This is an optimization exercise on Yosys and OpenROAD, whose aim is small area, a short achievable clock period and few clock cycles per item, not a production implementation. Function was checked by simulation only, so behaviour that the tests miss may differ from the original. Power and IR drop assume default switching activity.

juniper:
Design poly1305_reduce, start of the top module:
module poly1305_reduce
(
  input  logic           clk,
  input  logic           rst,
  input  logic           start,
  input  logic [P_W-1:0] P,
  output logic [H_W-1:0] H,
  output logic           ready,
  output logic           busy
);
  logic [130:0] u;
  logic [130:0] v;
  logic [129:0] sum1;
  logic [1:0]   qt;
  logic [5:0]   l_next;
  logic [129:0] s0_next;
  logic [16-1:0] kb_next;
  logic         kl_next;
  logic         cpre_next;
  logic [16-1:0] gp_next;
  logic [16-1:0] gg_next;
  logic [16-1:0] gp;
  logic [16-1:0] gg;
  logic [129:0] s0;
  logic [16-1:0] kb;
  logic         kl;
  logic         cpre;
  logic [4:0]   l5;
  logic [4:0]   l10;
  logic         e1;
  logic         e2;
  logic         k;
  logic         g_root;
  logic         p_root;
  logic         zc;
  logic         cin5;
  logic         c;
  poly1305_fold5 u_fold (
    .lo (P[129:0]),
    .hi (P[258:130]),
    .u  (u),
    .v  (v)
  );
  logic b0_g0;
  assign b0_g0 = u[0] & v[0];
  logic b0_g1;
  assign b0_g1 = u[1] & v[1];
  logic b0_g2;
  assign b0_g2 = u[2] & v[2];
  logic b0_g3;
  assign b0_g3 = u[3] & v[3];
  logic b0_g4;
  assign b0_g4 = u[4] & v[4];
  logic b0_g5;
  assign b0_g5 = u[5] & v[5];
  logic b0_g6;
  assign b0_g6 = u[6] & v[6];
  logic b0_g7;
  assign b0_g7 = u[7] & v[7];
  logic b0_p0;
  assign b0_p0 = u[0] ^ v[0];
  logic b0_p1;
  assign b0_p1 = u[1] ^ v[1];
  logic b0_p2;
  assign b0_p2 = u[2] ^ v[2];
  logic b0_p3;
  assign b0_p3 = u[3] ^ v[3];
  logic b0_p4;
  assign b0_p4 = u[4] ^ v[4];
  logic b0_p5;
  assign b0_p5 = u[5] ^ v[5];
  logic b0_p6;
  assign b0_p6 = u[6] ^ v[6];
  logic b0_p7;
  assign b0_p7 = u[7] ^ v[7];
  logic b0_g0_1;
  assign b0_g0_1 = b0_g1 | (b0_p1 & b0_g0);
  logic b0_p0_1;
  assign b0_p0_1 = b0_p1 & b0_p0;
  logic b0_g0_3;
  assign b0_g0_3 = b0_g3 | (b0_p3 & b0_g2);
  logic b0_p0_3;
  assign b0_p0_3 = b0_p3 & b0_p2;
  ...
clock: 6.0 ns
lec_check: 0
abc_area: 1
cap_margin: 20
core_margin: 2
core_utilization: 40
gpl_timing_driven: 1
setup_slack_margin: 2
slew_margin: 20
standard.sh (not shown) runs the stock make flow with config.mk's settings and CLKGATE_MAP_FILE= SYNTH_SCRIPT=/design/flow/synth_recipe.tcl, a recipe that flattens the netlist after the stock synthesis.
==> flow/flow/run.sh <==
#!/bin/bash
# Layout flow: the standard layout (standard.sh: ORFS with the standard flow's synthesis, config and
# constraints), except that the port buffers buffer_ports inserts are buf_1 cells instead of
# the cell it picks by default (clkdlybuf4s50_1, a slow delay cell). Every port still gets
# its buffer. The full output of the run is kept in standard_flow.log in this folder; ORFS
# keeps each step's own log under orfs/logs/.
set -euo pipefail
bash standard.sh "BUFFER_PORTS_ARGS=-buffer_cell sky130_fd_sc_hd__buf_1" finish > standard_flow.log 2>&1
Both conditions hold for juniper: the flow ran to the end and the final layout passed the timing, DRC and antenna checks.
Testbench counts of juniper, summed over its fixed seeds: cycles 1,600, items 1,600.
--- input diff juniper..ember ---
-- flow/config.mk --
<<< juniper, line 10
export CORE_MARGIN = 2
export CORE_UTILIZATION = 40
export GPL_TIMING_DRIVEN = 1
export SETUP_SLACK_MARGIN = 2
export SLEW_MARGIN = 20
>>> ember, line 10
export CORE_MARGIN = 2
export CORE_UTILIZATION = 40
export SETUP_SLACK_MARGIN = 1.75
export SLEW_MARGIN = 20
[summary]
On first-pass GRT wire length, ember does better than juniper. ember vs. juniper: minimum clock period after layout has increased, relative contribution of the clock network to total power saw an increase, post-route fraction of the period consumed by the critical path picked up an extra 2.2 points.
Input changes introduced in yarrow (baseline for comparison: ember):
-- flow/config.mk --
<<< ember, line 10
export CORE_MARGIN = 2
export CORE_UTILIZATION = 40
export SETUP_SLACK_MARGIN = 1.75
export SLEW_MARGIN = 20
>>> yarrow, line 10
export CORE_MARGIN = 2
export CORE_UTILIZATION = 40
export SETUP_SLACK_MARGIN = 1.5
export SLEW_MARGIN = 20
Notes after the runs:
Relative to ember, global routing met2 resource utilization decreased by 0.35 points in yarrow. From ember to yarrow the numbers moved as follows: fraction of power consumed by combinational cells lost 0.3 points; final total power lost 0.76%. ember → yarrow: final area saw a decrease; multi-input gate area in the final layout now sits lower; fraction of power consumed by the clock network about even; wire length of the first global-routing pass -0.63%; timing-limited maximum frequency saw a decrease.
#### Input delta (fjord over yarrow)
-- flow/config.mk --
<<< yarrow, line 10
export CORE_MARGIN = 2
export CORE_UTILIZATION = 40
export SETUP_SLACK_MARGIN = 1.5
export SLEW_MARGIN = 20
>>> fjord, line 10
export CORE_MARGIN = 2
export CORE_UTILIZATION = 40
export SETUP_SLACK_MARGIN = 2.25
export SLEW_MARGIN = 20
--- outcome ---
In the reports for fjord and yarrow, the smaller final core utilization belongs to yarrow. Detailed-route wire length on metal 1 ended up about 7.5% higher on fjord than on yarrow. fjord | status: complete | timing, DRC, antenna: pass. fjord vs yarrow: actual transition at the worst max-transition pin down in fjord. Share of power burned in the clock network: fjord vs yarrow down 1.8 points. Compared with yarrow, fjord shows buffers plus inverters on the worst setup path lower by 3. Per the comparison of fjord with yarrow, final worst-path setup slack went up 400 ps, ratio of final minimum period to clock period decreased by 6.7 points relative to the old numbers, cell count now sits higher.
Input changes introduced in onyx (baseline for comparison: fjord):
-- flow/config.mk --
<<< fjord, line 10
export CORE_MARGIN = 2
export CORE_UTILIZATION = 40
export SETUP_SLACK_MARGIN = 2.25
export SLEW_MARGIN = 20
>>> onyx, line 10
export CORE_MARGIN = 2
export CORE_UTILIZATION = 40
export SETUP_SLACK_MARGIN = 2
export SLEW_MARGIN = 20
onyx | status: complete | timing, DRC, antenna: pass. Power delta for onyx relative to fjord: 0.00056 W lower. From fjord to onyx the numbers moved as follows: portion of the layout cell area used by clock cells now larger, data arrival at the endpoint of the critical path rose by 60 ps, total track usage lower, number of synthesized flops with an enable pin comparable.
What quartz does differently from onyx at the input level:
-- flow/config.mk --
<<< onyx, line 9
export CAP_MARGIN = 20
export CORE_MARGIN = 2
export CORE_UTILIZATION = 40
export SETUP_SLACK_MARGIN = 2
export SLEW_MARGIN = 20
>>> quartz, line 9
export CAP_MARGIN = 20
export CORE_MARGIN = 2
export CORE_UTILIZATION = 45
export SETUP_SLACK_MARGIN = 2
export SLEW_MARGIN = 20
[summary]
Looking at final critical delay including setup and external delays, quartz sits 83 ps above onyx.
quartz — cell count after placement 61 lower, onyx as reference
Summary — first-pass GRT wire length, quartz relative to onyx: lower, by 1800 um.

* * *

Another version of the RTL of poly1305_reduce (not shown whole).
Size in the first run: about 140 flip-flops, roughly 14000 um^2 of cells after synthesis.
clock: 6.0 ns
lec_check: 0
cap_margin: 20
core_margin: 2
core_utilization: 40
setup_slack_margin: 2
slew_margin: 20
run.sh (not shown) runs the stock make flow with config.mk's settings and CLKGATE_MAP_FILE= SYNTH_SCRIPT=/design/flow/synth_recipe.tcl, a recipe that flattens the netlist after the stock synthesis.
Stock flow here: none of the scripts above is used.
The starting point completed with no timing, DRC or antenna violations.
Testbench counts at the start, summed over its fixed seeds: cycles 1,600, items 1,600.
Change:
==> flow/flow/run.sh (new file) <==
#!/bin/bash
# Layout flow: the standard layout (standard.sh: ORFS with the standard flow's synthesis, config and
# constraints), except that the port buffers buffer_ports inserts are buf_1 cells instead of
# the cell it picks by default (clkdlybuf4s50_1, a slow delay cell). Every port still gets
# its buffer. The full output of the run is kept in standard_flow.log in this folder; ORFS
# keeps each step's own log under orfs/logs/.
set -euo pipefail
bash standard.sh "BUFFER_PORTS_ARGS=-buffer_cell sky130_fd_sc_hd__buf_1" finish > standard_flow.log 2>&1
==> flow/standard.sh (new file) <==
#!/bin/bash
# synth_recipe.tcl (not shown) runs the flow's synth.tcl, then flattens the netlist and writes it again
# the make line also repeats each setting of config.mk as NAME=value (left out here)
make -C /OpenROAD-flow-scripts/flow DESIGN_CONFIG=/design/flow/config.mk WORK_HOME=/design/flow/orfs CLKGATE_MAP_FILE= SYNTH_SCRIPT=/design/flow/synth_recipe.tcl "${@:-finish}"
Settings changed: CORE_UTILIZATION 40 to 55, SETUP_SLACK_MARGIN 2 to 2.5.
removed: flow/run.sh
Effect: The changed run finished clean; fmax drops by a few percent; via count climbs by a few percent; cell count drops by a few percent; cell area drops by a little under a tenth; routed wire length drops slightly; synthesized area stays the same; sequential cell count is unchanged.
Change:
Settings changed: CORE_UTILIZATION 55 to 40.
After rerunning: Utilization went down by 21 points; setup slack gets better by 0.18 ns; design area climbs slightly; die area rose by well over a third; final cell count grows by a few percent; sequential share of layout area is about the same; combinational power decreases by a few percent; total power came out lower slightly; synthesized area does not change; maximum frequency grows by a few percent.
Change:
Settings changed: ABC_AREA set to 1.
Outcome: Clock power came out higher by about 5%. Design area goes up by 10%. Setup slack improves by 0.32 ns. Total power rises by 7.0%. Routed wire length climbs by 24%.

* * *

Setup of v53:
Another version of the RTL of poly1305_reduce (not shown whole).
Size: roughly 390 I/O pins, ~17000 sq um of cells after synthesis.
export LEC_CHECK = 0
export ABC_AREA = 1
export CAP_MARGIN = 20
export CORE_MARGIN = 2
export CORE_UTILIZATION = 40
export SETUP_SLACK_MARGIN = 2
export SLEW_MARGIN = 20
create_clock -name core_clock -period 6.0 [get_ports {clk}]
standard.sh (not shown) runs the stock make flow with config.mk's settings and CLKGATE_MAP_FILE= SYNTH_SCRIPT=/design/flow/synth_recipe.tcl, a recipe that flattens the netlist after the stock synthesis.
==> flow/flow/run.sh <==
#!/bin/bash
# Layout flow: the standard layout (standard.sh: ORFS with the standard flow's synthesis, config and
# constraints), except that the port buffers buffer_ports inserts are buf_1 cells instead of
# the cell it picks by default (clkdlybuf4s50_1, a slow delay cell). Every port still gets
# its buffer. The full output of the run is kept in standard_flow.log in this folder; ORFS
# keeps each step's own log under orfs/logs/.
set -euo pipefail
bash standard.sh "BUFFER_PORTS_ARGS=-buffer_cell sky130_fd_sc_hd__buf_1" finish > standard_flow.log 2>&1
v53: all stages complete, timing, DRC and antenna checks passed
Testbench counts of v53, summed over its fixed seeds: cycles 1,600, items 1,600.
Input changes introduced in v38 (baseline for comparison: v53):
# v53
export LEC_CHECK = 0
export ABC_AREA = 1
export CAP_MARGIN = 20
export CORE_MARGIN = 2
export CORE_UTILIZATION = 40
export SETUP_SLACK_MARGIN = 2
export SLEW_MARGIN = 20
create_clock -name core_clock -period 6.0 [get_ports {clk}]
# v38
export LEC_CHECK = 0
export ABC_AREA = 1
export CAP_MARGIN = 20
export CORE_MARGIN = 2
export CORE_UTILIZATION = 40
export SETUP_SLACK_MARGIN = 3
export SLEW_MARGIN = 20
create_clock -name core_clock -period 6.0 [get_ports {clk}]
--- outcome ---
v38 has completed all stages; timing, DRC and antenna checks passed. Delta(aggregate routed wire length, v38 - v53) > 0. In v38 relative to v53, number of buffers other than clock buffers in the final layout had gone up by more than 10%. On worst-case setup margin in the final layout, the higher figure sits with v53, not v38. Sort v53 and v38 by time the final worst path needs with I/O delays and setup, descending, and v38 comes first.
Inputs modified between v38 and v36:
# v38
export LEC_CHECK = 0
export ABC_AREA = 1
export CAP_MARGIN = 20
export CORE_MARGIN = 2
export CORE_UTILIZATION = 40
export SETUP_SLACK_MARGIN = 3
export SLEW_MARGIN = 20
create_clock -name core_clock -period 6.0 [get_ports {clk}]
# v36
export LEC_CHECK = 0
export ABC_AREA = 1
export CAP_MARGIN = 20
export CORE_MARGIN = 2
export CORE_UTILIZATION = 40
export SETUP_SLACK_MARGIN = 2.5
export SLEW_MARGIN = 20
create_clock -name core_clock -period 6.0 [get_ports {clk}]
### Flow results
Comparing v36 against v38, there is no change at all in logic depth of the worst setup path including buffers. Area of the multi-input gates ends up higher on v38. Hold slack delta for v36 relative to v38: 16 ps higher.

* * *

poly1305_reduce, a different RTL version from the one above (not shown whole).
For scale: roughly 2100 cells after synthesis, about 390 I/O pins, ~16000 µm² of cells after synthesis.
==> flow/config.mk <==
export PLATFORM = sky130hd
export DESIGN_NAME = poly1305_reduce
export DESIGN_NICKNAME = poly1305_reduce
export VERILOG_FILES = /design/flow/design.v
export SDC_FILE = /design/flow/constraint.sdc
export NUM_CORES = 4
export LEC_CHECK = 0
export ABC_AREA = 1
export CAP_MARGIN = 20
export CORE_MARGIN = 2
export CORE_UTILIZATION = 40
export SETUP_SLACK_MARGIN = 2.25
export SLEW_MARGIN = 20
==> flow/constraint.sdc <==
create_clock -name core_clock -period 6.0 [get_ports {clk}]
set_input_delay 1.2000 -clock core_clock [delete_from_list [all_inputs] [get_ports {clk}]]
set_output_delay 1.2000 -clock core_clock [all_outputs]
set_load 0.01 [all_outputs]
Scripts as last shown in full above: flow/flow/run.sh
The first run passed the timing, DRC and antenna checks.
Testbench counts at the start, summed over its fixed seeds: cycles 1,600, items 1,600.
Rerun with:
--- a/flow/config.mk
+++ b/flow/config.mk
@@ -12 +12 @@
-export SETUP_SLACK_MARGIN = 2.25
+export SETUP_SLACK_MARGIN = 2.5
Clock power went down by about 5%; utilization went up by 4.9 points; cell area went up by about 9%; sequential share of layout area went down by 1.4 points; routed wire length went up by 4.1%; worst hold slack barely changes.

* * *

== build 48 ==
poly1305_reduce, a different RTL version from the one above (not shown whole).
Size in the first run: ~1400 cells after synthesis, roughly 13000 sq um of cells after synthesis.
==> flow/config.mk <==
export PLATFORM = sky130hd
export DESIGN_NAME = poly1305_reduce
export DESIGN_NICKNAME = poly1305_reduce
export VERILOG_FILES = /design/flow/design.v
export SDC_FILE = /design/flow/constraint.sdc
export NUM_CORES = 4
export LEC_CHECK = 0
export CAP_MARGIN = 20
export CORE_MARGIN = 2
export CORE_UTILIZATION = 65
export SLEW_MARGIN = 20
==> flow/constraint.sdc <==
create_clock -name core_clock -period 6.0 [get_ports {clk}]
set_input_delay 1.2000 -clock core_clock [delete_from_list [all_inputs] [get_ports {clk}]]
set_output_delay 1.2000 -clock core_clock [all_outputs]
set_load 0.01 [all_outputs]
run.sh (not shown) runs the stock make flow with config.mk's settings and CLKGATE_MAP_FILE= SYNTH_SCRIPT=/design/flow/synth_recipe.tcl, a recipe that flattens the netlist after the stock synthesis.
Stock flow here: none of the scripts above is used.
From the logs: build 48 reached the end of the flow and failed the layout checks with setup timing.
Testbench counts of build 48, summed over its fixed seeds: cycles 1,600, items 1,600.
What trial 97 does differently from build 48 at the input level:
- CORE_UTILIZATION: 65 -> 40
==> run summary <==
The final layout from trial 97, which completed every stage, passed the timing, DRC and antenna checks at the end of the flow. Looking at minimum clock period across both flows, trial 97 is the stronger of the two, with build 48 trailing. As far as flip-flop and latch area goes, trial 97 and build 48 are indistinguishable; the numbers are identical. Going from build 48 to trial 97, via density per instance shrank by 1.3, sequential power shrank by about 2%, global-route usage shrank by 21 points, detailed-route wire length per cell shrank by about 24%. Trial 97 -> build 48: synthesized-area fraction occupied by xor and xnor cells delta 0, exact match. Looking only at number of optimization iterations in the first detailed-route pass, and setting everything else aside, the lower value of build 48 and trial 97 goes to trial 97. Build 48 → trial 97: highest clock frequency the design can meet went up; clock tree buffer count of the final layout now sits higher; design area saw an increase.

[afterwards: timing with drivers on the ports]
No port has a modelled driver above. Below, the same layouts with a new extraction and two added sets of constraints.
Step 1 (the two cells are an assumption about what drives the block):
set clk [get_ports {clk}]
set_driving_cell -lib_cell sky130_fd_sc_hd__clkbuf_16 $clk
set_driving_cell -lib_cell sky130_fd_sc_hd__buf_2 [delete_from_list [all_inputs] $clk]
Step 2, shift: input delay + t, output delay - t, t = (earliest + latest rising clock arrival at the registers) / 2. This alone moves slack from input paths to output paths.
Three values: ideal, step 1, step 2; two values: the first two.
run | t (ns) | setup WS [ns] | hold WS [ns]
juniper | 0.476 | 2.120 / 2.073 / 2.133 | 0.551 / 0.527 / 1.003
ember | 0.474 | 1.988 / 1.941 / 2.136 | 0.555 / 0.530 / 1.004
yarrow | 0.476 | 1.780 / 1.732 / 2.135 | 0.555 / 0.529 / 1.005
fjord | 0.480 | 2.182 / 2.132 / 2.130 | 0.551 / 0.524 / 1.004
onyx | 0.476 | 2.120 / 2.073 / 2.133 | 0.551 / 0.527 / 1.003
quartz | 0.471 | 2.037 / 1.988 / 2.095 | 0.566 / 0.538 / 1.009
the first run of note 2 | 0.472 | 1.341 / 1.290 / 1.708 | 0.897 / 0.869 / 1.341
the second run of note 2 | 0.486 | 1.246 / 1.196 / 1.682 | 0.553 / 0.525 / 1.011
the third run of note 2 | 0.476 | 1.429 / 1.378 / 1.854 | 0.569 / 0.538 / 1.014
the fourth run of note 2 | 0.508 | 1.750 / 1.696 / 2.184 | 0.534 / 0.500 / 1.008
v53 | 0.492 | 2.030 / 1.974 / 1.879 | 0.551 / 0.516 / 1.008
v38 | 0.503 | 1.972 / 1.917 / 2.336 | 0.541 / 0.508 / 1.011
v36 | 0.485 | 1.993 / 1.940 / 2.199 | 0.557 / 0.524 / 1.009
the first run of note 4 | 0.477 | 2.216 / 2.165 / 1.903 | 0.563 / 0.533 / 1.010
the second run of note 4 | 0.475 | 2.158 / 2.106 / 2.045 | 0.565 / 0.534 / 1.009
build 48 | 0.489 | -0.052 / -0.102 / 0.387 | 0.902 / 0.876 / 1.365
trial 97 | 0.471 | 0.319 / 0.269 / 0.739 | 0.906 / 0.882 / 1.353
For the first run of note 4, which loses most, drivers alone change the setup slack by -0.051 ns; drivers and shift together by -0.313 ns.
